Background: an optimization exercise with open tools, aiming at small area. Do not read the settings as production practice.
In this exercise RTL edits were held to simulation tests only and were not proved equivalent to the original.

yarrow:
==> flow/design.v (excerpt) <==
module feature_ext_top
#(
    parameter int REPORT_INTERVAL = 10,
    parameter int BASELINE_LEN    = 20       
) (
    input  logic                   clk,
    input  logic                   rst_n,
    input  logic signed [FP_W-1:0] vx,
    input  logic signed [FP_W-1:0] vy,
    input  logic signed [FP_W-1:0] nis_cv,
    input  logic                   imm_valid,
    input  logic signed [FP_W-1:0] rcs_amplitude,
    input  logic signed [FP_W-1:0] snr_db,
    input  logic signed [FP_W-1:0] doppler_spread_hz,
    input  logic signed [FP_W-1:0] micro_doppler_peak_hz,
    input  logic signed [FP_W-1:0] micro_doppler_period,
    input  logic                   rf_valid,
    output logic                   report_valid,
    output logic signed [FP_W-1:0] rpt_spd_avg,
    output logic signed [FP_W-1:0] rpt_spd_peak,
    output logic signed [FP_W-1:0] rpt_nis_avg,
    output logic signed [FP_W-1:0] rpt_nis_peak,
    output logic [MD_W-1:0]        rpt_md_type,
    output logic signed [FP_W-1:0] rpt_md_conf,
    output logic signed [FP_W-1:0] rpt_ecm_score,
    output logic                   rpt_ecm_detected,
    output logic                   ecm_noise_flag,
    output logic                   ecm_deception_flag
);
Size: roughly 4,300 cells after synthesis, about 350 flip-flops, ~460 I/O pins.
Settings: LEC_CHECK=0, ABC_AREA=0, CAP_MARGIN=20, CORE_MARGIN=2, CORE_UTILIZATION=60, CTS_BUF_LIST=sky130_fd_sc_hd__clkbuf_16, CTS_CLUSTER_DIAMETER=100, CTS_CLUSTER_SIZE=25, GPL_TIMING_DRIVEN=1, SLEW_MARGIN=20, SYNTH_HIERARCHICAL=1; clock period 25.0 ns.
standard.sh (not shown) runs the stock make flow with config.mk's settings and CLKGATE_MAP_FILE= SYNTH_SCRIPT=/design/flow/synth_recipe.tcl, a recipe that flattens the netlist after the stock synthesis.
==> flow/flow/run.sh <==
#!/bin/bash
# Layout flow: the standard flow (standard.sh, unchanged synthesis and steps),
# with the input/output port buffers made from the plain sky130 buffer
# (buf_1) instead of the delay buffer the resizer picks by default.
set -o pipefail
cp standard.sh standard.sh.txt
export BUFFER_PORTS_ARGS="-buffer_cell sky130_fd_sc_hd__buf_1"
bash standard.sh > standard.log 2>&1
status=$?
tail -40 standard.log
exit $status
diff inputs: yarrow => garnet
- CTS_CLUSTER_SIZE: 25 -> 20
- GPL_TIMING_DRIVEN: 1 -> 0
--- outcome ---
garnet closes out successfully: all stages finished, all timing, DRC and antenna checks passed.
Relative to yarrow, multi-input gate share of the layout cell area has increased by 0.46 points in garnet.
Number of synthesized flops with an enable pin essentially unchanged between garnet and yarrow.
Looking at met3 layer usage reported by global route, garnet sits above yarrow.
Comparing yarrow and garnet, the lower global-route usage is on garnet.
Against yarrow, garnet comes in 1180 ps lower on pre-CTS setup slack.
--- input diff garnet..fjord ---
- CORE_UTILIZATION: 60 -> 72
Notes after the runs:
- fjord did not stop at any stage, and its layout met the timing, design-rule and antenna checks.
- fjord vs. garnet: ratio of final minimum period to clock period grew by 0.81 points, count of inserted antenna diode cells +3.
- In the metrics for garnet and fjord, the one carrying the lower number of buffers added by the clock tree synthesis step is fjord.
- Between garnet and fjord, number of vias per cell is lower for garnet, fjord comes in above that.
- Wire: fjord routes more than garnet
- Comparing the two runs side by side, fjord comes out behind garnet on hold slack.

feature_ext_top again, from the RTL that the note above started with.
export LEC_CHECK = 0
export ABC_AREA = 0
export CAP_MARGIN = 20
export CORE_MARGIN = 2
export CORE_UTILIZATION = 60
export CTS_BUF_LIST = sky130_fd_sc_hd__clkbuf_16
export CTS_CLUSTER_DIAMETER = 100
export CTS_CLUSTER_SIZE = 20
export GPL_TIMING_DRIVEN = 1
export PLACE_DENSITY = 0.72
export SLEW_MARGIN = 20
export SYNTH_HIERARCHICAL = 1
create_clock -name core_clock -period 25.0 [get_ports {clk}]
Scripts as last shown in full above: flow/flow/run.sh
The starting point completed with no timing, DRC or antenna violations.
==> next run, changes <==
Settings changed: PLACE_DENSITY 0.72 to not set.
Result:
- The new run went through all stages and came out clean
- first-iteration DRC count is lower by 13%
- design area barely changes
- area after synthesis stays the same
- critical path depth came out lower by 8
- setup slack improves by 0.042 ns
- clock-buffer cell count increases by 2
- core utilization is about the same

[port drivers added, routing unchanged]
How much do the figures lean on ideal ports? The routed layouts below were timed once more, with nothing changed but the port constraints. Step 1 sets driving cells, clkbuf_16 on the clock port and buf_2 on the other inputs (assumed; they add their load-dependent delay and slew). Step 2 adds t to the input delays and takes it off the output delays; t is the mean of the earliest and latest rising clock arrival at the registers after step 1. Input paths then give back, and output paths get back, about the clock's delay inside the block. Three values: no drivers, after step 1, after step 2; two values: the first two.
run	shift t [ns]	slack for setup (ns)	clock arrival spread, ns	slew at the worst register clock pin (ns)
yarrow	0.710	0.558 / 0.606 / -0.104	0.045 / 0.046	0.10 / 0.10
garnet	0.711	0.513 / 0.553 / -0.158	0.042 / 0.042	0.09 / 0.09
fjord	0.686	0.309 / 0.350 / -0.336	0.044 / 0.043	0.09 / 0.09
the first run of note 2	0.683	0.534 / 0.577 / -0.106	0.038 / 0.037	0.09 / 0.09
the second run of note 2	0.722	0.576 / 0.615 / -0.107	0.056 / 0.055	0.09 / 0.09
Met with ideal ports but missed after step 2: setup timing in every run listed. The setup slack of the second run of note 2, which loses most, moves by +0.039 ns with the drivers and by -0.683 ns with both steps.
